Background: an optimization exercise with open tools, aiming at small area. Do not read the settings as production practice. Where RTL was checked, it was by simulation tests only, not by an equivalence proof against the original. For runs 2 and 3, only the layout was checked, not whether the RTL still works. Power is estimated from default activity; no workload was simulated.

==> flow/design.v <==
`default_nettype none
package isb_pkg;
    localparam int TU_ENTRIES = 4;
    localparam int TU_IDX_W = 2;
    localparam int PS_ENTRIES = 32;
    localparam int PS_IDX_W = 5;
    localparam int SP_ENTRIES = 8;
    localparam int SP_SLOTS = 4;
    localparam int SP_IDX_W = 3;
    localparam int SLOT_W = 2;
    localparam int SA_SPACE = 32;
    localparam int STREAM_CHUNK = 16;
    localparam int CONF_MAX = 3;
    typedef logic [15:0] pc_t;
    typedef logic [15:0] paddr_t;
    typedef logic [5:0] saddr_t;
    typedef logic [1:0] conf_t;
    typedef struct packed {
        logic   valid;
        paddr_t tag;
        saddr_t sa;
        conf_t  conf;
    } ps_entry_t;
endpackage
`default_nettype wire
`default_nettype none
module isb_top (
    input  logic            clk,
    input  logic            rst_i,
    input  logic            access_v_i,
    input  isb_pkg::pc_t    access_pc_i,
    input  isb_pkg::paddr_t access_addr_i,
    output logic            prefetch_v_o,
    output isb_pkg::paddr_t prefetch_addr_o
);
    logic [3:0]  tu_valid;
    logic [15:0] tu_pc [4];
    logic [15:0] tu_last [4];
    logic [3:0]  c_hit;          
    logic [4:0]  c_sa [4];       
    logic        dup [4][4];
    logic        xdup [4][4];
    logic        l01, l02, l03, l12, l13, l23;
    logic [3:0]  pc_match;
    logic [3:0]  idx_eq;         
    logic [3:0]  addr_eq;        
    logic [3:0]  victim;
    logic [3:0]  use_oh;
    logic        tu_hit;
    logic [15:0] last;
    logic [3:0]  dup_h;          
    logic [3:0]  xdup_h;         
    logic        ia_eq_ib;
    always_comb begin
        for (int i = 0; i < 4; i++) begin
            pc_match[i] = tu_valid[i] && tu_pc[i] == access_pc_i;
            idx_eq[i] = tu_last[i][4:0] == access_addr_i[4:0];
            addr_eq[i] = idx_eq[i] && tu_last[i][15:5] == access_addr_i[15:5];
        end
    end
    assign tu_hit = |pc_match;
    assign victim[0] = l01 & l02 & l03;
    assign victim[1] = ~l01 & l12 & l13;
    assign victim[2] = ~l02 & ~l12 & l23;
    assign victim[3] = ~l03 & ~l13 & ~l23;
    assign use_oh = tu_hit ? pc_match : victim;
    always_comb begin
        last = '0;
        a_hit = 1'b0;
        a_sa = '0;
        ia_eq_ib = 1'b0;
        for (int i = 0; i < 4; i++) begin
            last = last | (tu_last[i] & {16{pc_match[i]}});
            a_hit = a_hit | (c_hit[i] & pc_match[i]);
            a_sa = a_sa | (c_sa[i] & {5{pc_match[i]}});
            ia_eq_ib = ia_eq_ib | (idx_eq[i] & pc_match[i]);
        end
        for (int i = 0; i < 4; i++) begin
            dup_h[i] = 1'b0;
            xdup_h[i] = 1'b0;
            for (int j = 0; j < 4; j++) begin
                if (j != i) begin
                    dup_h[i] = dup_h[i] | (dup[i][j] & pc_match[j]);
                    xdup_h[i] = xdup_h[i] | (xdup[i][j] & pc_match[j]);
                end
            end
        end
    end
    always_ff @(posedge clk) begin
        if (rst_i) begin
            tu_valid <= '0;
            {l01, l02, l03, l12, l13, l23} <= 6'b111111;
        end else if (access_v_i) begin
            tu_valid <= tu_valid | use_oh;
            if (use_oh[0]) begin l01 <= 1'b0; l02 <= 1'b0; l03 <= 1'b0; end
            if (use_oh[1]) begin l01 <= 1'b1; l12 <= 1'b0; l13 <= 1'b0; end
            if (use_oh[2]) begin l02 <= 1'b1; l12 <= 1'b1; l23 <= 1'b0; end
            if (use_oh[3]) begin l03 <= 1'b1; l13 <= 1'b1; l23 <= 1'b1; end
        end
    end
    logic [1:0]  ps_conf [32];
    logic [10:0] ps_tag [32];
    logic [4:0]  ps_sa [32];
    logic        p0_v, p1_v;
    logic [15:0] p0_a, p1_a;
    logic [31:0] sel_b;
    logic        sh_b;
    logic [10:0] b_tag;
    logic        sh0b, sh1b;
    logic        a_hit, b_hit;
    logic [4:0]  a_sa, b_sa;
    logic [1:0]  b_conf;
    assign sh0b = p0_v && p0_a[4:0] == access_addr_i[4:0];
    assign sh1b = p1_v && p1_a[4:0] == access_addr_i[4:0];
    assign sh_b = sh0b || sh1b;
    always_comb begin
        b_conf = {2{sh_b}};
        b_tag = (p0_a[15:5] & {11{sh0b}}) | (p1_a[15:5] & {11{sh1b}});
        b_sa = {sh1b, 4'd0};
        for (int e = 0; e < 32; e++) begin
            sel_b[e] = access_addr_i[4:0] == 5'(e);
            b_conf = b_conf | (ps_conf[e] & {2{sel_b[e] & !sh_b}});
            b_tag = b_tag | (ps_tag[e] & {11{sel_b[e] & !sh_b}});
            b_sa = b_sa | (ps_sa[e] & {5{sel_b[e] & !sh_b}});
        end
    end
    assign b_hit = b_conf != 2'd0 && b_tag == access_addr_i[15:5];
    logic [1:0]  ns;             
    logic        train;
    logic        do_alloc;
    logic        map_b_req;
    logic        ctr_b;
    logic [5:0]  a_succ;
    logic [5:0]  b_tgt;
    logic [1:0]  b_conf_new;
    logic        map_a;
    logic        map_b;
    logic        wr_b;
    logic [4:0]  wr_sa;
    logic [1:0]  wr_conf;
    logic        a_eff;          
    assign train = access_v_i && tu_hit && !(|(pc_match & addr_eq));
    assign a_succ = {1'b0, a_sa} + 6'd1;
    always_comb begin
        do_alloc = 1'b0;
        map_b_req = 1'b0;
        ctr_b = 1'b0;
        b_tgt = a_succ;
        b_conf_new = b_conf;
        if (train) begin
            case ({a_hit, b_hit})
                2'b00: begin
                    do_alloc = 1'b1;
                    map_b_req = 1'b1;
                    b_tgt = {ns == 2'd2, ns == 2'd1, 4'd1};
                end
                2'b01: begin
                    do_alloc = 1'b1;
                    if (b_conf == 2'd1) begin
                        map_b_req = 1'b1;
                        b_tgt = {ns == 2'd2, ns == 2'd1, 4'd1};
                    end else begin
                        ctr_b = 1'b1;
                        b_conf_new = b_conf - 2'd1;
                    end
                end
                2'b10: begin
                    map_b_req = 1'b1;
                end
                default: begin
                    if ({1'b0, b_sa} == a_succ) begin
                        ctr_b = 1'b1;
                        if (b_conf != 2'd3) begin
                            b_conf_new = b_conf + 2'd1;
                        end
                    end else if (b_conf == 2'd1) begin
                        map_b_req = 1'b1;
                    end else begin
                        ctr_b = 1'b1;
                        b_conf_new = b_conf - 2'd1;
                    end
                end
            endcase
        end
    end
    assign map_a = do_alloc && ns != 2'd2;
    assign map_b = map_b_req && !b_tgt[5];
    assign wr_b = map_b || ctr_b;
    assign wr_sa = map_b ? b_tgt[4:0] : b_sa;
    assign wr_conf = map_b ? 2'd3 : b_conf_new;
    assign a_eff = map_a && !(wr_b && ia_eq_ib);
    always_ff @(posedge clk) begin
        if (rst_i) begin
            ns <= 2'd0;
        end else if (map_a) begin
            ns <= ns + 2'd1;
        end
    end
    always_ff @(posedge clk) begin
        for (int e = 0; e < 32; e++) begin
            if (rst_i) begin
                ps_conf[e] <= 2'd0;
            end else if (wr_b && sel_b[e]) begin
                ps_conf[e] <= wr_conf;
            end
            if (wr_b && sel_b[e]) begin
                ps_tag[e] <= access_addr_i[15:5];
                ps_sa[e] <= wr_sa;
            end
        end
    end
    always_ff @(posedge clk) begin
        for (int i = 0; i < 4; i++) begin
            if (access_v_i && use_oh[i]) begin
                tu_pc[i] <= access_pc_i;
                tu_last[i] <= access_addr_i;
                c_hit[i] <= wr_b || (b_hit && !(a_eff && ia_eq_ib));
                c_sa[i] <= wr_b ? wr_sa : b_sa;
                for (int j = 0; j < 4; j++) begin
                    if (j != i) begin
                        dup[i][j] <= addr_eq[j];
                        dup[j][i] <= addr_eq[j];
                        xdup[i][j] <= idx_eq[j];
                        xdup[j][i] <= idx_eq[j];
                    end
                end
            end else if (wr_b && idx_eq[i]) begin
                c_hit[i] <= addr_eq[i];
                c_sa[i] <= wr_sa;
            end else if (a_eff && xdup_h[i]) begin
                c_hit[i] <= dup_h[i];
                c_sa[i] <= {ns == 2'd1, 4'd0};
            end
        end
    end
    always_ff @(posedge clk) begin
        if (rst_i) begin
            p0_v <= 1'b0;
        end else if (map_a && ns == 2'd0) begin
            p0_v <= !(wr_b && ia_eq_ib);
        end else if ((wr_b && p0_a[4:0] == access_addr_i[4:0]) || (map_a && p0_a[4:0] == last[4:0])) begin
            p0_v <= 1'b0;
        end
        if (map_a && ns == 2'd0) begin
            p0_a <= last;
        end
    end
    always_ff @(posedge clk) begin
        if (rst_i) begin
            p1_v <= 1'b0;
        end else if (map_a && ns == 2'd1) begin
            p1_v <= !(wr_b && ia_eq_ib);
        end else if (wr_b && p1_a[4:0] == access_addr_i[4:0]) begin
            p1_v <= 1'b0;
        end
        if (map_a && ns == 2'd1) begin
            p1_a <= last;
        end
    end
    logic [15:0] sp_pa [1:31];
    logic [4:0]  m0;             
    logic [3:0]  m1;             
    logic [4:0]  s;
    assign s = b_tgt[4:0];
    always_ff @(posedge clk) begin
        for (int e = 1; e < 32; e++) begin
            if (e == 16 && map_a && ns == 2'd1) begin
                sp_pa[e] <= last;
            end else if (map_b && s == 5'(e)) begin
                sp_pa[e] <= access_addr_i;
            end
        end
    end
    always_ff @(posedge clk) begin
        if (map_a && ns == 2'd0) begin
            m0 <= {4'd0, map_b};
        end else if (map_b && s == m0 + 5'd1) begin
            m0 <= s;
        end
        if (map_a && ns == 2'd1) begin
            m1 <= {3'd0, map_b};
        end else if (map_b && ns == 2'd2 && s[4] && {1'b0, s[3:0]} == {1'b0, m1} + 5'd1) begin
            m1 <= s[3:0];
        end
    end
    logic [4:0]  rd;
    logic        rd_v;
    logic        fire;
    logic [15:0] rd_pa;
    assign rd = b_sa + 5'd1;
    assign rd_v = b_sa != 5'd31
                  && ((ns != 2'd0 && rd <= m0) || (ns == 2'd2 && rd[4] && rd[3:0] <= m1));
    assign fire = access_v_i && b_hit && rd_v;
    always_comb begin
        rd_pa = '0;
        for (int e = 1; e < 32; e++) begin
            rd_pa = rd_pa | (sp_pa[e] & {16{rd == 5'(e)}});
        end
    end
    always_ff @(posedge clk) begin
        if (rst_i) begin
            prefetch_v_o <= 1'b0;
        end else begin
            prefetch_v_o <= fire;
        end
    end
    always_ff @(posedge clk) begin
        prefetch_addr_o <= rd_pa;
    end
endmodule
`default_nettype wire
==> flow/flow/run.sh <==
#!/bin/bash
set -euo pipefail
cat >> config.mk <<'EOC'
export CTS_ARGS = -sink_clustering_enable -repair_clock_nets -dont_use_dummy_load -buf_list sky130_fd_sc_hd__clkbuf_8 -sink_clustering_size 14 -sink_clustering_max_diameter 60
export BUFFER_PORTS_ARGS = -buffer_cell sky130_fd_sc_hd__buf_1
EOC
bash standard.sh > standard.log 2>&1
==> flow/standard.sh <==
#!/bin/bash
# synth_recipe.tcl (not shown) runs the flow's synth.tcl, then flattens the netlist and writes it again
# the make line also repeats each setting of config.mk as NAME=value (left out here)
make -C /OpenROAD-flow-scripts/flow DESIGN_CONFIG=/design/flow/config.mk WORK_HOME=/design/flow/orfs CLKGATE_MAP_FILE= SYNTH_SCRIPT=/design/flow/synth_recipe.tcl "${@:-finish}"
==> flow/config.mk <==
export PLATFORM = sky130hd
export DESIGN_NAME = isb_top
export DESIGN_NICKNAME = isb_top
export VERILOG_FILES = /design/flow/design.v
export SDC_FILE = /design/flow/constraint.sdc
export NUM_CORES = 4
export LEC_CHECK = 0
export CAP_MARGIN = 20
export CORE_MARGIN = 2
export CORE_UTILIZATION = 65
export PLACE_DENSITY = 0.75
export SLEW_MARGIN = 20
export CTS_ARGS = -sink_clustering_enable -repair_clock_nets -dont_use_dummy_load -buf_list sky130_fd_sc_hd__clkbuf_8 -sink_clustering_size 14 -sink_clustering_max_diameter 60
export BUFFER_PORTS_ARGS = -buffer_cell sky130_fd_sc_hd__buf_1
==> flow/constraint.sdc <==
create_clock -name core_clock -period 10.0 [get_ports {clk}]
set_input_delay 2.0000 -clock core_clock [delete_from_list [all_inputs] [get_ports {clk}]]
set_output_delay 2.0000 -clock core_clock [all_outputs]
set_load 0.01 [all_outputs]
==> summary.txt, run 1 <==
Run status
  – Status: finished clean

Setup path
  – Worst r2r src: tu_pc[0][15]
  – Required @ worst endpoint: 10430 ps
  – Cells along the critical path: clkbuf_4 -> buf_12 -> nor4bb_4 -> buf_4 -> and3_1 -> a211oi_1 -> nand3_1 -> o31a_1 -> inv_1 -> xnor2_1 -> o311ai_0 -> or3_1 -> o21ai_0 -> a31oi_2 -> nand2b_1 -> nor2_2 -> buf_4
  – Endpoint class of the critical path: flip-flop
  – CP peak stage delay: 830 ps
  – CP top delay family: simple AND/OR/NAND/NOR gates
  – FF-to-FF setup slack: 3270 ps
  – Slowest CP cell: nor4bb_4
  – Crit path launch type: input port
  – Critical path arrival: 8780 ps
  – Most Frequent Cell on Critical Path: buf_4
  – Buffers plus inverters on the worst setup path: 5
  – Worst r2r path cells: 18
  – Setup crit start: access_addr_i[1]
  – Setup Crit Path Kind: in2reg
  – CP max FO: 61
  – Reg2reg end: ps_tag[17][1]

Placement
  – Gpl congestion: 0.996
  – Port Buffers: 51
  – Post-DP HPWL: 118 mm
  – Placed Area: 55600 um^2

Power and ir drop
  – Leak pwr: 18.3 nW
  – Cell Pwr Density: 169 nW/um^2
  – Max rail drop VDD: 0.134 mV

Global routing
  – First-pass GRT wire length: 257 mm
  – Largest net degree at the start of global routing: 71
  – Total track usage: 43.0%
  – Gr ovfl total: 0
  – Vias in the first global route: 35100
  – Initial antenna violation count: 9

Timing
  – Layout Skew: 144 ps
  – Fmax: 120 MHz
  – Post-route setup TNS: 0 ps
  – # setup viols final: 0
  – Min Tclk post-route: 8350 ps
  – RSZ-0062 raised after global routing: no
  – Hold Vio Cnt, Final: 0
  – Final period util: 83.5%
  – Pins Over Slew Limit: 0
  – Slew @ Worst Pin: 1260 ps
  – Relative slew slack: 13.4%

Routing
  – Routed length per instance: 38.2 um
  – ANT nets after route: 0
  – Initial DRC count: 8042
  – 1st-pass router iterations: 9
  – Via density per instance: 7.73
  – Detailed-route via count: 37100
  – WL final: 183 mm
  – DRC: 0

Die
  – Core Rows: 104
  – Core area: 80800 um^2
  – Die width: 290 um
  – Die ar.: 84200 um^2
  – Die Ht: 290 um
  – Initial core utilization: 65.9%
  – Top-level I/O count: 52

Layout
  – Commonest cells after routing, fill and taps aside: 1206 x edfxtp_1, 211 x a22oi_1, 202 x nand2_1
  – Post-route cell area: 57200 um^2
  – Layout cells sized above 1: 13.1%
  – Fin nets: 3786
  – Most common cell after layout, fill and taps aside: edfxtp_1
  – Area delta synth->final: 7.36%

Min path
  – Min-delay worst type: reg2reg
  – Hold Path End: ps_conf[14][1]
  – Worst hold stages: 2
  – HP Start: ps_conf[14][1]

Yosys
  – Synth Area in Compound Gates: 11.3%
  – Post-Synth Simple-Gate Area: 8.88%
  – Avg Inst Size Synth: 14.9 um^2
  – Main combinational cell family by area after synthesis: compound AO/OA/AOI/OAI gates
  – Post-synthesis mux area share: 2.53%
  – Post-synthesis cell count: 3574
  – Synth Area in Adders: 0.587%
  – Async SR Flop Fraction: 0%
  – Synth warn: 10
  – Syn Nets: 3634
  – Most common flop cell mapped by yosys: edfxtp_1
  – Seq/Total Area, Yosys: 71.8%
  – Synthesized area: 53300 um^2
  – FF+latch count, synth: 1308
  – Number of synthesized flops with an enable pin: 1206
  – Post-Synth XOR/XNOR Area: 2.70%
  – Distinct cells, synth: 101

Clocking
  – CTS H-Tree Depth: 3
  – Maximum clock path buffer count: 3
  – Post-CTS Setup Inserts: 0
  – Cts hold-fix bufs: 0
  – Total CTS buffers: 109
  – CTS root buffer: clkbuf_8
  – CTS-repair resized insts: 0
  – CTS tree: built
  – CTS sink count: 1308
  – Worst-Skew Late Latency: 850 ps
  – Clock transition at path regs: 90 ps

Run
  – Max-cap violations: 0
[cells in the mapped netlist, drive strengths merged, types with 74 or more instances]
library cell     n  area share [%]
a221oi          79             1.3
a22oi          211             3.0
nor2           156             1.1
edfxtp        1206              68
nand3          151             1.4
nand4           74            0.87
clkbuf         128            0.90
dfxtp          102             3.8
xnor2           97             1.6
nand2          202             1.4
buf             77            0.82
o21ai          110             1.0
[cell families (layout without fill, tap and decap cells)]
| kind of cell | after synthesis | in the layout |
|---|---|---|
| AO/OA/AOI/OAI | 791 | 791 |
| XOR/XNOR | 161 | 161 |
| adder cells (fa/ha/maj) | 25 | 25 |
| buffers and inverters | 263 | 413 |
| flip-flops | 1308 | 1308 |
| multiplexers | 125 | 125 |
| other | 0 | 15 |
| AND/OR/NAND/NOR | 901 | 901 |
[metrics by stage]
stage | power [mW] | hold WS [ps] | setup WS [ps] | util, % | instances
6_report | 9.65 | 460 | 1650 | 70.8 | 4799
5_1_grt | 9.84 | 487 | 1620 | 70.7 | 4788
4_1_cts | 9.59 | 464 | 2080 | 70.7 | 4782
3_5_place_dp | 7.10 | 451 | 1290 | 68.8 | 4673
3_3_place_gp | 7.07 | 443 | 1310 | 68.8 | 4673
2_1_floorplan | 6.64 | 431 | 2220 | - | 3574
[layout make-up]
cell class              count  area [um^2]
well taps                1060         1330
flip-flops and latches   1308        38300
inverters                  58          218
multi-input cells        2003        14100
clock buffers             109         1500
repair buffers            246         1730
fillers                  5244        23600
diodes                     15         37.5
[flip-flops by register name, summed over array words and instances (netlist names), 5 cells and up]
| name | cells |
|---|---|
| sp_pa | 496 |
| ps_tag | 352 |
| ps_sa | 160 |
| ps_conf | 64 |
| tu_last | 64 |
| tu_pc | 64 |
| c_sa | 20 |
| p0_a | 16 |
| p1_a | 16 |
| prefetch_addr_o | 16 |
| dup | 6 |
| xdup | 6 |
| m0 | 5 |
[routing by layer]
| layer | up-vias | global-route usage, % | wire (um) |
|---|---|---|---|
| met5 | - | 0 | 13 |
| met4 | 2 | 19.0 | 10100 |
| met3 | 689 | 15.3 | 31500 |
| met2 | 3702 | 61.3 | 77900 |
| met1 | 18200 | 60.1 | 63700 |
| li1 | 14500 | - | - |
[tightest hold or removal path: stages, from the launching register on]
cell and delay [ps]:
dfxtp_1 320, nand2_1 50, mux2i_1 50
[worst max path at each step]
| stage | to | slack (ps) | depth (start not counted) |
|---|---|---|---|
| 2_1_floorplan | sp_pa[6][0] | 2220 | 22 |
| 3_3_place_gp | ps_tag[17][7] | 1310 | 17 |
| 3_5_place_dp | ps_tag[17][7] | 1290 | 17 |
| 4_1_cts | ps_tag[17][1] | 2080 | 17 |
| 5_1_grt | ps_tag[17][1] | 1620 | 17 |
| 6_report | ps_tag[17][1] | 1650 | 17 |
[report_power, final]
group / switching, mW / internal, mW / leakage (nW)
Combinational: 0.674 / 0.251 / 5.87
Sequential: 0.0459 / 6.05 / 11.7
Clock: 1.67 / 0.967 / 0.784
==> run 2: changes to the inputs <==
--- a/flow/design.v
+++ b/flow/design.v
@@ -110,8 +110,8 @@
     logic        a_hit, b_hit;
     logic [4:0]  a_sa, b_sa;
     logic [1:0]  b_conf;
-    assign sh0b = p0_v && p0_a[4:0] == access_addr_i[4:0];
     assign sh1b = p1_v && p1_a[4:0] == access_addr_i[4:0];
+    assign sh0b = p0_v && p0_a[4:0] == access_addr_i[4:0] && !sh1b;
     assign sh_b = sh0b || sh1b;
     always_comb begin
         b_conf = {2{sh_b}};
@@ -238,7 +238,7 @@
             p0_v <= 1'b0;
         end else if (map_a && ns == 2'd0) begin
             p0_v <= !(wr_b && ia_eq_ib);
-        end else if ((wr_b && p0_a[4:0] == access_addr_i[4:0]) || (map_a && p0_a[4:0] == last[4:0])) begin
+        end else if (wr_b && p0_a[4:0] == access_addr_i[4:0]) begin
             p0_v <= 1'b0;
         end
         if (map_a && ns == 2'd0) begin
@@ -294,7 +294,7 @@
     always_comb begin
         rd_pa = '0;
         for (int e = 1; e < 32; e++) begin
-            rd_pa = rd_pa | (sp_pa[e] & {16{rd == 5'(e)}});
+            rd_pa = rd_pa | (sp_pa[e] & {16{b_sa == 5'(e - 1)}});
         end
     end
     always_ff @(posedge clk) begin
==> summary.txt, run 2 <==
Run status
  – Status: finished clean

Layout
  – Layout cells sized above 1: 11.6%
  – Area delta synth->final: 6.83%
  – Commonest cells after routing, fill and taps aside: 1206 x edfxtp_1, 223 x nand2_1, 191 x buf_4
  – Most common cell after layout, fill and taps aside: edfxtp_1
  – Post-route cell area: 57800 um^2
  – Fin nets: 3903
  – Max FFs per register: 496
  – Finished Core Util: 70.2%
  – Biggest regs: sp_pa: 496 flops, ps_tag: 352 flops, ps_sa: 160 flops
  – Top reg by flops: sp_pa
  – Final cell count without fillers: 4917

Placement
  – Place WS: 1490 ps
  – Gpl congestion: 1.03
  – Placed Area: 56300 um^2
  – Port Buffers: 51
  – Post-DP HPWL: 117 mm
  – Placed insts: 4802

Setup path
  – CP max FO: 51
  – Worst r2r src: tu_pc[0][11]
  – Cells along the critical path: clkbuf_4 -> buf_4 -> nor3b_1 -> buf_4 -> a21boi_0 -> a2111o_1 -> nor4_1 -> a31oi_1 -> xor2_1 -> a2111oi_0 -> nor4b_4 -> and3_1 -> nand2_4 -> a21oi_4 -> nand2_1 -> nor2_2 -> buf_4
  – Slowest CP cell: nor3b_1
  – Endpoint class of the critical path: flip-flop
  – CP peak stage delay: 730 ps
  – CP top delay family: simple AND/OR/NAND/NOR gates
  – FF-to-FF setup slack: 3480 ps
  – Most Frequent Cell on Critical Path: buf_4
  – Setup Crit Path Kind: in2reg
  – Buffers plus inverters on the worst setup path: 4
  – Worst r2r path cells: 13
  – Reg2reg end: c_sa[0][2]
  – Crit path launch type: input port
  – Critical path arrival: 8580 ps
  – Required @ worst endpoint: 10410 ps

Clocking
  – CTS H-Tree Depth: 3
  – CTS sink count: 1308
  – CTS tree: built
  – Total CTS buffers: 107
  – Cts hold-fix bufs: 0
  – Post-CTS Setup Inserts: 0
  – Maximum clock path buffer count: 3
  – CTS root buffer: clkbuf_8
  – CTS-repair resized insts: 0
  – Worst-Skew Late Latency: 800 ps
  – Clock transition at path regs: 90 ps

Routing
  – 1st-pass router iterations: 8
  – Detailed-route via count: 37000
  – DRC: 0
  – WL final: 180 mm
  – Via density per instance: 7.52
  – Initial DRC count: 6639
  – Routed length per instance: 36.5 um
  – ANT nets after route: 0

Min path
  – Worst hold stages: 2
  – HP Start: l23
  – Hold Path End: l23
  – Min-delay worst type: reg2reg

Timing
  – Post-route setup TNS: 0 ps
  – Pins Over Slew Limit: 0
  – Final period util: 81.7%
  – Hold slack: 470 ps
  – RSZ-0062 raised after global routing: no
  – Minimum setup slack in the final design: 1830 ps
  – Hold Vio Cnt, Final: 0
  – Slew @ Worst Pin: 1210 ps
  – Layout Skew: 115 ps
  – Fmax: 122 MHz
  – Min Tclk post-route: 8170 ps
  – Relative slew slack: 19.0%
  – # setup viols final: 0

Yosys
  – Distinct cells, synth: 103
  – Async SR Flop Fraction: 0%
  – Syn Nets: 3763
  – FF+latch count, synth: 1308
  – Most frequent cells after synthesis: 1206 x edfxtp_1, 223 x nand2_1, 175 x nor2_1
  – Synthesized area: 54100 um^2
  – Most common flop cell mapped by yosys: edfxtp_1
  – Post-synthesis cell count: 3703
  – Avg Inst Size Synth: 14.6 um^2
  – Number of synthesized flops with an enable pin: 1206
  – Count leader, synth: edfxtp_1
  – Post-synth top area share: 67.0%
  – Synth warn: 10
  – Top post-synthesis cells by area: edfxtp_1 67%, dfxtp_1 3.8%, mux2i_1 2.4%
  – Synth area leader: edfxtp_1
  – Seq/Total Area, Yosys: 70.7%

Die
  – Die width: 292 um
  – Die Ht: 292 um
  – Die ar.: 85500 um^2
  – Initial core utilization: 65.8%
  – Top-level I/O count: 52
  – Core Rows: 105
  – Core area: 82200 um^2

Global routing
  – Largest net degree at the start of global routing: 80
  – Gr ovfl total: 0
  – Initial antenna violation count: 8
  – Vias in the first global route: 35200
  – First-pass GRT wire length: 253 mm
  – Total track usage: 41.6%

Power and ir drop
  – Max rail drop VDD: 0.149 mV
  – Clk network pwr share: 27.2%
  – Cell Pwr Density: 165 nW/um^2
  – Seq pwr share: 63.9%
  – Sw Ratio: 24.1%
  – Int Pwr: 7.23 mW
  – Leak pwr: 18.9 nW
  – Combinational share of power: 9.0%
  – Power, Total: 9.52 mW
  – P_sw: 2.29 mW

Run
  – Max-cap violations: 0
==> run 2: cell types whose count changed after synthesis, moves of 19 or more <==
cell / delta
mux2i_1: +74
a22oi_1: -73
a21oi_1: +36
mux2_2: -29
nand2b_1: +28
a222oi_1: -27
nor3_1: +26
nand3_1: -22
xnor2_1: -22
xor2_1: +22
nand2_1: +21
nor2_1: +19
or3_1: +19
==> run 2: cell type report <==
type                    count  area, um^2
inverters                  65         244
well taps                1070        1340
repair buffers            244        1690
diodes                      6        15.0
clock buffers             107        1470
multi-input cells        2117       14800
fillers                  5482       24500
flip-flops and latches   1308       38300
==> run 2: metal layers <==
layer | GRT usage (%) | share of wire [%]
met3 | 11.4 | 14
met4 | 19.5 | 6.2
met1 | 57.2 | 36
met5 | 0 | 0.026
met2 | 62.5 | 44
==> run 2: worst max path at each step <==
stage                    end  cells past startpoint              from
3_5_place_dp    ps_sa[21][3]                     17  access_addr_i[2]
6_report       ps_tag[21][5]                     17  access_addr_i[2]
4_1_cts        ps_tag[21][5]                     17  access_addr_i[2]
2_1_floorplan   sp_pa[16][0]                     24  access_addr_i[4]
3_3_place_gp    ps_sa[29][2]                     15  access_addr_i[2]
5_1_grt           c_sa[0][2]                     16  access_addr_i[3]
==> run 2: cell families after synthesis <==
| family | Yosys count | share of synthesized area [%] |
|---|---|---|
| flops | 1308 | 70.7 |
| simple gates | 978 | 9.44 |
| compound gates | 783 | 11.0 |
| buf+inv | 278 | 2.32 |
| mux | 172 | 3.30 |
| xor+xnor | 159 | 2.58 |
| fa+ha+maj | 25 | 0.578 |
==> run 2: power groups by stage <==
| stage | sequential [mW] | clock [mW] | combinational, mW |
|---|---|---|---|
| 2_1_floorplan | 6.21 | 0 | 0.409 |
| 3_3_place_gp | 6.20 | 0 | 0.799 |
| 3_5_place_dp | 6.20 | 0 | 0.818 |
| 4_1_cts | 6.08 | 2.58 | 0.821 |
| 5_1_grt | 6.08 | 2.76 | 0.873 |
| 6_report | 6.08 | 2.59 | 0.852 |
==> run 2: tightest hold or removal path: cells and delay by family (launching register included) <==
kind | cells | cell delay, ps
DFF | 1 | 330
and+or+nand+nor | 2 | 100
==> run 3: changes to the inputs <==
--- a/flow/design.v
+++ b/flow/design.v
@@ -110,8 +110,8 @@
     logic        a_hit, b_hit;
     logic [4:0]  a_sa, b_sa;
     logic [1:0]  b_conf;
+    assign sh0b = p0_v && p0_a[4:0] == access_addr_i[4:0];
     assign sh1b = p1_v && p1_a[4:0] == access_addr_i[4:0];
-    assign sh0b = p0_v && p0_a[4:0] == access_addr_i[4:0] && !sh1b;
     assign sh_b = sh0b || sh1b;
     always_comb begin
         b_conf = {2{sh_b}};
@@ -238,7 +238,7 @@
             p0_v <= 1'b0;
         end else if (map_a && ns == 2'd0) begin
             p0_v <= !(wr_b && ia_eq_ib);
-        end else if (wr_b && p0_a[4:0] == access_addr_i[4:0]) begin
+        end else if ((wr_b && p0_a[4:0] == access_addr_i[4:0]) || (map_a && p0_a[4:0] == last[4:0])) begin
             p0_v <= 1'b0;
         end
         if (map_a && ns == 2'd0) begin
@@ -262,14 +262,18 @@
     logic [3:0]  m1;             
     logic [4:0]  s;
     assign s = b_tgt[4:0];
+    logic        f16;
     always_ff @(posedge clk) begin
         for (int e = 1; e < 32; e++) begin
-            if (e == 16 && map_a && ns == 2'd1) begin
-                sp_pa[e] <= last;
-            end else if (map_b && s == 5'(e)) begin
+            if (map_b && s == 5'(e)) begin
                 sp_pa[e] <= access_addr_i;
             end
         end
+        if (map_a && ns == 2'd1) begin
+            f16 <= 1'b1;
+        end else if (map_b && s == 5'd16) begin
+            f16 <= 1'b0;
+        end
     end
     always_ff @(posedge clk) begin
         if (map_a && ns == 2'd0) begin
@@ -294,7 +298,11 @@
     always_comb begin
         rd_pa = '0;
         for (int e = 1; e < 32; e++) begin
-            rd_pa = rd_pa | (sp_pa[e] & {16{b_sa == 5'(e - 1)}});
+            if (e == 16) begin
+                rd_pa = rd_pa | ((f16 ? p1_a : sp_pa[e]) & {16{rd == 5'(e)}});
+            end else begin
+                rd_pa = rd_pa | (sp_pa[e] & {16{rd == 5'(e)}});
+            end
         end
     end
     always_ff @(posedge clk) begin
==> summary.txt, run 3 <==
Layout
  – Fin nets: 3818
  – Biggest regs: sp_pa: 496 flops, ps_tag: 352 flops, ps_sa: 160 flops
  – Final cell count without fillers: 4834
  – Top reg by flops: sp_pa
  – Post-route cell area: 57800 um^2
  – Most common cell after layout, fill and taps aside: edfxtp_1
  – Area of the multi-input gates: 14700 um^2
  – Area delta synth->final: 6.96%
  – Commonest cells after routing, fill and taps aside: 1206 x edfxtp_1, 251 x a22oi_1, 196 x buf_4
  – Max FFs per register: 496
  – Fillers: 5408
  – Layout cells sized above 1: 12.8%
  – Register area: 38300 um^2

Power and ir drop
  – Sw Ratio: 24.1%
  – Seq pwr share: 63.7%
  – Max rail drop VDD: 0.146 mV
  – Leak pwr: 18.6 nW
  – Clk network pwr share: 27.2%
  – P_sw: 2.30 mW
  – Combinational share of power: 9.1%
  – Cell Pwr Density: 165 nW/um^2
  – Int Pwr: 7.25 mW
  – Power, Total: 9.55 mW

Setup path
  – Crit path launch type: input port
  – CP max FO: 25
  – CP top delay family: compound AO/OA/AOI/OAI gates
  – Buffers plus inverters on the worst setup path: 4
  – CP peak stage delay: 1010 ps
  – Required @ worst endpoint: 10420 ps
  – Most Frequent Cell on Critical Path: buf_4
  – Cells along the critical path: clkbuf_4 -> buf_4 -> nor3b_2 -> buf_4 -> and3_1 -> a2111oi_0 -> nand4b_1 -> o32ai_2 -> inv_1 -> o22ai_1 -> o21ai_0 -> a41o_1 -> a211oi_4 -> nand2_2 -> or3_4 -> nor2_2
  – Critical path arrival: 8910 ps
  – Endpoint class of the critical path: flip-flop
  – Slowest CP cell: a2111oi_0
  – Setup Crit Path Kind: in2reg

Timing
  – Final period util: 84.9%
  – Fmax: 118 MHz
  – Layout Skew: 101 ps
  – Slew @ Worst Pin: 1300 ps
  – Post-route setup TNS: 0 ps
  – Min Tclk post-route: 8490 ps
  – Relative slew slack: 13.3%
  – Hold Vio Cnt, Final: 0
  – # setup viols final: 0
  – RSZ-0062 raised after global routing: no
  – Pins Over Slew Limit: 0

Routing
  – Routed length per instance: 37.7 um
  – Via density per instance: 7.66
  – 1st-pass router iterations: 9
  – DRC: 0
  – WL final: 182 mm
  – Initial DRC count: 6893
  – Detailed-route via count: 37100
  – ANT nets after route: 0

Yosys
  – Async SR Flop Fraction: 0%
  – Seq/Total Area, Yosys: 70.8%
  – Most frequent cells after synthesis: 1206 x edfxtp_1, 251 x a22oi_1, 160 x clkbuf_1
  – Most common flop cell mapped by yosys: edfxtp_1
  – Syn Nets: 3707
  – Distinct cells, synth: 103
  – Count leader, synth: edfxtp_1
  – Synthesized area: 54100 um^2
  – Synth area leader: edfxtp_1
  – Top post-synthesis cells by area: edfxtp_1 67%, dfxtp_1 3.8%, a22oi_1 3.5%
  – Post-synthesis cell count: 3647
  – Avg Inst Size Synth: 14.8 um^2
  – Synth warn: 10
  – Number of synthesized flops with an enable pin: 1206
  – Post-synth top area share: 67.0%
  – FF+latch count, synth: 1309

Die
  – Die Ht: 292 um
  – Die width: 292 um
  – Core Rows: 105
  – Initial core utilization: 65.7%
  – Core area: 82200 um^2
  – Top-level I/O count: 52
  – Die ar.: 85500 um^2

Global routing
  – First-pass GRT wire length: 255 mm
  – Largest net degree at the start of global routing: 75
  – Total track usage: 42.4%
  – Met2 track demand over resource: 64.7%
  – Initial antenna violation count: 17
  – Grt met1 use: 54.8%
  – Grt met3 use: 10.2%
  – Most Used Layer, Global Route: met2
  – Vias in the first global route: 35000
  – Gr ovfl total: 0

Clocking
  – Maximum clock path buffer count: 3
  – CTS-repair resized insts: 0
  – Post-CTS Setup Inserts: 0
  – Clock transition at path regs: 90 ps
  – CTS tree: built
  – Total CTS buffers: 108
  – CTS root buffer: clkbuf_8
  – Cts hold-fix bufs: 0
  – Worst-Skew Late Latency: 830 ps
  – CTS sink count: 1309
  – CTS H-Tree Depth: 3

Placement
  – Gpl congestion: 1.05
  – Placed Area: 56300 um^2
  – Port Buffers: 51
  – Post-DP HPWL: 117 mm
  – Placed insts: 4716

Run status
  – Status: finished clean

Min path
  – Min-delay worst type: reg2reg

Run
  – Max-cap violations: 0
run 3: per-stage QoR:
step	worst slack [ps]	hold WS (ps)	utilization (%)
3_3_place_gp	962	445	68.4
4_1_cts	2040	468	70.3
3_5_place_dp	1160	453	68.4
5_1_grt	1550	490	70.3
6_report	1510	471	70.3
2_1_floorplan	2400	431	-
run 3: power groups by stage:
stage	clock network [mW]	registers, mW	logic, mW
after floorplan	0	6.22	0.419
after global placement	0	6.21	0.810
after detailed placement	0	6.21	0.828
after CTS	2.60	6.09	0.830
after global routing	2.77	6.09	0.886
final	2.60	6.09	0.866
run 3: path summary, 6_finish.rpt:
path | startpoint | to | slack, ps | cells after the start
max | access_addr_i[2] | sp_pa[30][13] | 1510 | 16
min | l13 | l13 | 470 | 2
max reg2reg | ps_sa[16][4] | sp_pa[30][13] | 3620 | 12
min reg2reg | l13 | l13 | 470 | 2
run 3: logic make-up after synthesis:
kind of cell	after synthesis	synth area share, %
XOR/XNOR	169	2.79
buffers and inverters	303	2.62
adder cells (fa/ha/maj)	25	0.579
AO/OA/AOI/OAI	840	12.1
flip-flops	1309	70.8
AND/OR/NAND/NOR	910	9.34
multiplexers	91	1.78
run 3: worst register-to-register path, stage by stage, from the launching register on:
cell	delay, ps
edfxtp_1	410
and3_1	170
a2111oi_0	1010
nand4b_1	340
o32ai_2	980
inv_1	220
o22ai_1	210
o21ai_0	170
a41o_1	270
a211oi_4	760
nand2_2	190
or3_4	470
nor2_2	830
run 3: cell type report:
type	count	share of cell area, %
Timing Repair Buffer	254	3.11
Multi-Input combinational cell	2035	25.5
Sequential cell	1309	66.2
Tap cell	1070	2.32
Antenna cell	8	0.0346
Clock buffer	108	2.57
Inverter	50	0.325
run 3: metal layers:
metal | share of wire [%] | up-vias
met2 | 45 | 3432
met1 | 33 | 18100
met3 | 14 | 767
li1 | - | 14800
met5 | 0.038 | -
met4 | 8.0 | 10
==> run 4: changes to the inputs <==
--- a/flow/design.v
+++ b/flow/design.v
@@ -262,18 +262,14 @@
     logic [3:0]  m1;             
     logic [4:0]  s;
     assign s = b_tgt[4:0];
-    logic        f16;
     always_ff @(posedge clk) begin
         for (int e = 1; e < 32; e++) begin
-            if (map_b && s == 5'(e)) begin
+            if (e == 16 && map_a && ns == 2'd1) begin
+                sp_pa[e] <= last;
+            end else if (map_b && s == 5'(e)) begin
                 sp_pa[e] <= access_addr_i;
             end
         end
-        if (map_a && ns == 2'd1) begin
-            f16 <= 1'b1;
-        end else if (map_b && s == 5'd16) begin
-            f16 <= 1'b0;
-        end
     end
     always_ff @(posedge clk) begin
         if (map_a && ns == 2'd0) begin
@@ -298,11 +294,7 @@
     always_comb begin
         rd_pa = '0;
         for (int e = 1; e < 32; e++) begin
-            if (e == 16) begin
-                rd_pa = rd_pa | ((f16 ? p1_a : sp_pa[e]) & {16{rd == 5'(e)}});
-            end else begin
-                rd_pa = rd_pa | (sp_pa[e] & {16{rd == 5'(e)}});
-            end
+            rd_pa = rd_pa | (sp_pa[e] & {16{rd == 5'(e)}});
         end
     end
     always_ff @(posedge clk) begin
==> flow/flow/run.sh (replaced) <==
#!/bin/bash
set -euo pipefail
cat >> config.mk <<'EOC'
export CTS_ARGS = -sink_clustering_enable -repair_clock_nets -dont_use_dummy_load -buf_list sky130_fd_sc_hd__clkbuf_8 -sink_clustering_size 16 -sink_clustering_max_diameter 55
export BUFFER_PORTS_ARGS = -buffer_cell sky130_fd_sc_hd__buf_1
EOC
bash standard.sh > standard.log 2>&1
--- a/flow/config.mk
+++ b/flow/config.mk
@@ -10,5 +10,5 @@
 export CORE_UTILIZATION = 65
 export PLACE_DENSITY = 0.75
 export SLEW_MARGIN = 20
-export CTS_ARGS = -sink_clustering_enable -repair_clock_nets -dont_use_dummy_load -buf_list sky130_fd_sc_hd__clkbuf_8 -sink_clustering_size 14 -sink_clustering_max_diameter 60
+export CTS_ARGS = -sink_clustering_enable -repair_clock_nets -dont_use_dummy_load -buf_list sky130_fd_sc_hd__clkbuf_8 -sink_clustering_size 16 -sink_clustering_max_diameter 55
 export BUFFER_PORTS_ARGS = -buffer_cell sky130_fd_sc_hd__buf_1
==> summary.txt, run 4 <==
Run status
  – Status: finished clean

Clocking
  – CTS-repair resized insts: 0
  – CTS root buffer: clkbuf_8
  – Cts hold-fix bufs: 0
  – Total CTS buffers: 107
  – Worst-Skew Late Latency: 800 ps
  – CTS sink count: 1308
  – Clock transition at path regs: 90 ps
  – Maximum clock path buffer count: 3
  – Post-CTS Setup Inserts: 0
  – CTS tree: built
  – CTS H-Tree Depth: 3

Routing
  – Via density per instance: 7.67
  – Routed length per instance: 38.2 um
  – Detailed-route via count: 36700
  – 1st-pass router iterations: 10
  – ANT nets after route: 0
  – DRC: 0
  – WL final: 183 mm
  – Initial DRC count: 7937

Die
  – Die Ht: 290 um
  – Top-level I/O count: 52
  – Die width: 290 um
  – Core area: 80800 um^2
  – Core Rows: 104
  – Initial core utilization: 65.9%
  – Die ar.: 84200 um^2

Timing
  – Fmax: 119 MHz
  – Hold Vio Cnt, Final: 0
  – Relative slew slack: 18.1%
  – Post-route setup TNS: 0 ps
  – Min Tclk post-route: 8370 ps
  – Slew @ Worst Pin: 1190 ps
  – Pins Over Slew Limit: 0
  – Layout Skew: 142 ps
  – RSZ-0062 raised after global routing: no
  – Final period util: 83.7%
  – # setup viols final: 0

Yosys
  – Synth area leader: edfxtp_1
  – Post-synth top area share: 68.0%
  – Avg Inst Size Synth: 14.9 um^2
  – Number of synthesized flops with an enable pin: 1206
  – FF+latch count, synth: 1308
  – Synth warn: 10
  – Async SR Flop Fraction: 0%
  – Top post-synthesis cells by area: edfxtp_1 68%, dfxtp_1 3.8%, a22oi_1 3.0%
  – Seq/Total Area, Yosys: 71.8%
  – Synthesized area: 53300 um^2
  – Most common flop cell mapped by yosys: edfxtp_1
  – Distinct cells, synth: 101
  – Syn Nets: 3634
  – Count leader, synth: edfxtp_1
  – Most frequent cells after synthesis: 1206 x edfxtp_1, 211 x a22oi_1, 202 x nand2_1
  – Post-synthesis cell count: 3574

Power and ir drop
  – Max rail drop VDD: 0.147 mV
  – Leak pwr: 18.3 nW
  – Cell Pwr Density: 169 nW/um^2

Setup path
  – Worst r2r src: tu_pc[0][15]
  – Buffers plus inverters on the worst setup path: 5
  – WP depth: 17
  – Reg2reg end: ps_sa[17][3]
  – Critical path arrival: 8800 ps
  – Setup crit end: ps_sa[17][3]
  – Required @ worst endpoint: 10430 ps
  – FF-to-FF setup slack: 3270 ps
  – Crit path launch type: input port
  – Setup Crit Path Kind: in2reg
  – CP max FO: 61
  – CP top delay family: simple AND/OR/NAND/NOR gates
  – Worst r2r path cells: 18
  – Cells along the critical path: clkbuf_4 -> buf_12 -> nor4bb_4 -> buf_4 -> and3_1 -> a211oi_1 -> nand3_1 -> o31a_1 -> inv_1 -> xnor2_1 -> o311ai_0 -> or3_1 -> o21ai_0 -> a31oi_2 -> nand2b_1 -> nor2_2 -> buf_4
  – Slowest CP cell: nor4bb_4
  – Setup crit start: access_addr_i[1]
  – Most Frequent Cell on Critical Path: buf_4
  – CP peak stage delay: 850 ps
  – Endpoint class of the critical path: flip-flop

Layout
  – Most common cell after layout, fill and taps aside: edfxtp_1
  – Max FFs per register: 496
  – Fillers: 5275
  – Layout cells sized above 1: 13.0%
  – Area delta synth->final: 7.28%
  – Biggest regs: sp_pa: 496 flops, ps_tag: 352 flops, ps_sa: 160 flops
  – Post-route cell area: 57100 um^2
  – Fin nets: 3784
  – Top reg by flops: sp_pa
  – Commonest cells after routing, fill and taps aside: 1206 x edfxtp_1, 211 x a22oi_1, 202 x nand2_1

Min path
  – Min-delay worst type: reg2reg

Placement
  – Port Buffers: 51
  – Gpl congestion: 0.996
  – Placed Area: 55600 um^2
  – Post-DP HPWL: 118 mm

Global routing
  – First-pass GRT wire length: 257 mm
  – Gr ovfl total: 0
  – Largest net degree at the start of global routing: 71
  – Total track usage: 42.9%
  – Initial antenna violation count: 7
  – Vias in the first global route: 34900

Run
  – Max-cap violations: 0
==> run 4: cell types whose count changed after synthesis, sizes merged, moves of 16 or more <==
cell / before / now
mux2: 40 / 66
o21ai: 56 / 110
a222oi: 26 / 56
clkbuf: 160 / 128
nand2: 125 / 202
and3: 84 / 64
a21oi: 102 / 62
buf: 93 / 77
a221oi: 59 / 79
nand3b: 27 / 7
a311oi: 67 / 2
and2: 39 / 15
xnor2: 114 / 97
a22oi: 251 / 211
==> run 4: layout make-up <==
class,count,area [um^2],area share (%)
sequential,1308,38300,67.0
multi-input combinational,2003,14100,24.7
timing repair buffer,246,1730,3.02
clock buffer,107,1470,2.58
tap,1060,1330,2.32
inverter,58,218,0.381
antenna,9,22.5,0.0394
==> run 4: per-layer routing <==
metal	wire length (um)	vias up	track usage [%]
li1	-	14500	-
met1	63800	18100	59.6
met2	77900	3585	61.1
met3	31500	620	15.7
met4	9640	2	19.3
met5	11	-	0
==> run 4: through the flow <==
step                      hold slack (ps)  setup WS (ps)  cells  util, %  total power, mW
after floorplan                       431           2220   3574        -             6.64
after global placement                443           1310   4673     68.8             7.07
after detailed placement              451           1290   4673     68.8             7.10
after CTS                             461           2080   4780     70.6             9.56
after global routing                  486           1630   4784     70.7             9.81
final                                 457           1630   4791     70.7             9.63
==> run 4: logic make-up after synthesis <==
| logic type | Yosys count | synth area share, % |
|---|---|---|
| buf+inv | 263 | 2.14 |
| fa+ha+maj | 25 | 0.587 |
| flops | 1308 | 71.8 |
| compound gates | 791 | 11.3 |
| mux | 125 | 2.53 |
| simple gates | 901 | 8.88 |
| xor+xnor | 161 | 2.70 |
==> run 4: worst min-delay path by stage <==
stage / start / end / depth (start not counted)
2_1_floorplan: l23 / l23 / 2
3_3_place_gp: ps_conf[14][1] / ps_conf[14][1] / 2
3_5_place_dp: l02 / l02 / 2
4_1_cts: ps_conf[14][1] / ps_conf[14][1] / 2
5_1_grt: ps_conf[8][1] / ps_conf[8][1] / 2
6_report: ps_conf[14][1] / ps_conf[14][1] / 2
==> run 4: worst register-to-register path: cells and delay by family, from the launching register on <==
kind / cells / cell delay, ps
compound gates: 4 / 1760
fa+ha+maj: 1 / 390
flops: 1 / 420
buf+inv: 4 / 1430
xor+xnor: 3 / 480
simple gates: 6 / 1950
==> run 4: where the power goes <==
| group | switching, mW | internal, mW | leakage [nW] |
|---|---|---|---|
| clock | 1.67 | 0.950 | 0.769 |
| combinational | 0.668 | 0.251 | 5.86 |
| sequential | 0.0463 | 6.05 | 11.7 |

-- re-timing with driven ports --
How much do the figures lean on ideal ports? The routed layouts below were timed once more, with nothing changed but the port constraints. Step 1 (the two cells are an assumption about what drives the block):
set clk [get_ports {clk}]
set_driving_cell -lib_cell sky130_fd_sc_hd__clkbuf_16 $clk
set_driving_cell -lib_cell sky130_fd_sc_hd__buf_2 [delete_from_list [all_inputs] $clk]
Step 2 times the ports against the registers' clock, not the clock port: input delays grow and output delays shrink by t, the midpoint of the rising clock arrivals with the driver on. Three values: ideal, step 1, step 2; two values: the first two.
run	t, ns	setup slack, ns	worst hold slack (ns)	worst setup path at the end	cell pins on the clock port's net
run 1	0.846	1.647 / 1.673 / 0.827	0.460 / 0.460 / 0.460	input to register	1
run 2	0.813	1.830 / 1.867 / 1.054	0.470 / 0.470 / 0.470	input to register	1
run 3	0.850	1.515 / 1.502 / 0.652	0.471 / 0.471 / 0.471	input to register	1
run 4	0.801	1.626 / 1.650 / 0.849	0.457 / 0.457 / 0.457	input to register	1
After both steps every run listed still meets setup and hold. For run 3, which loses most, drivers alone change the setup slack by -0.013 ns; drivers and shift together by -0.863 ns.
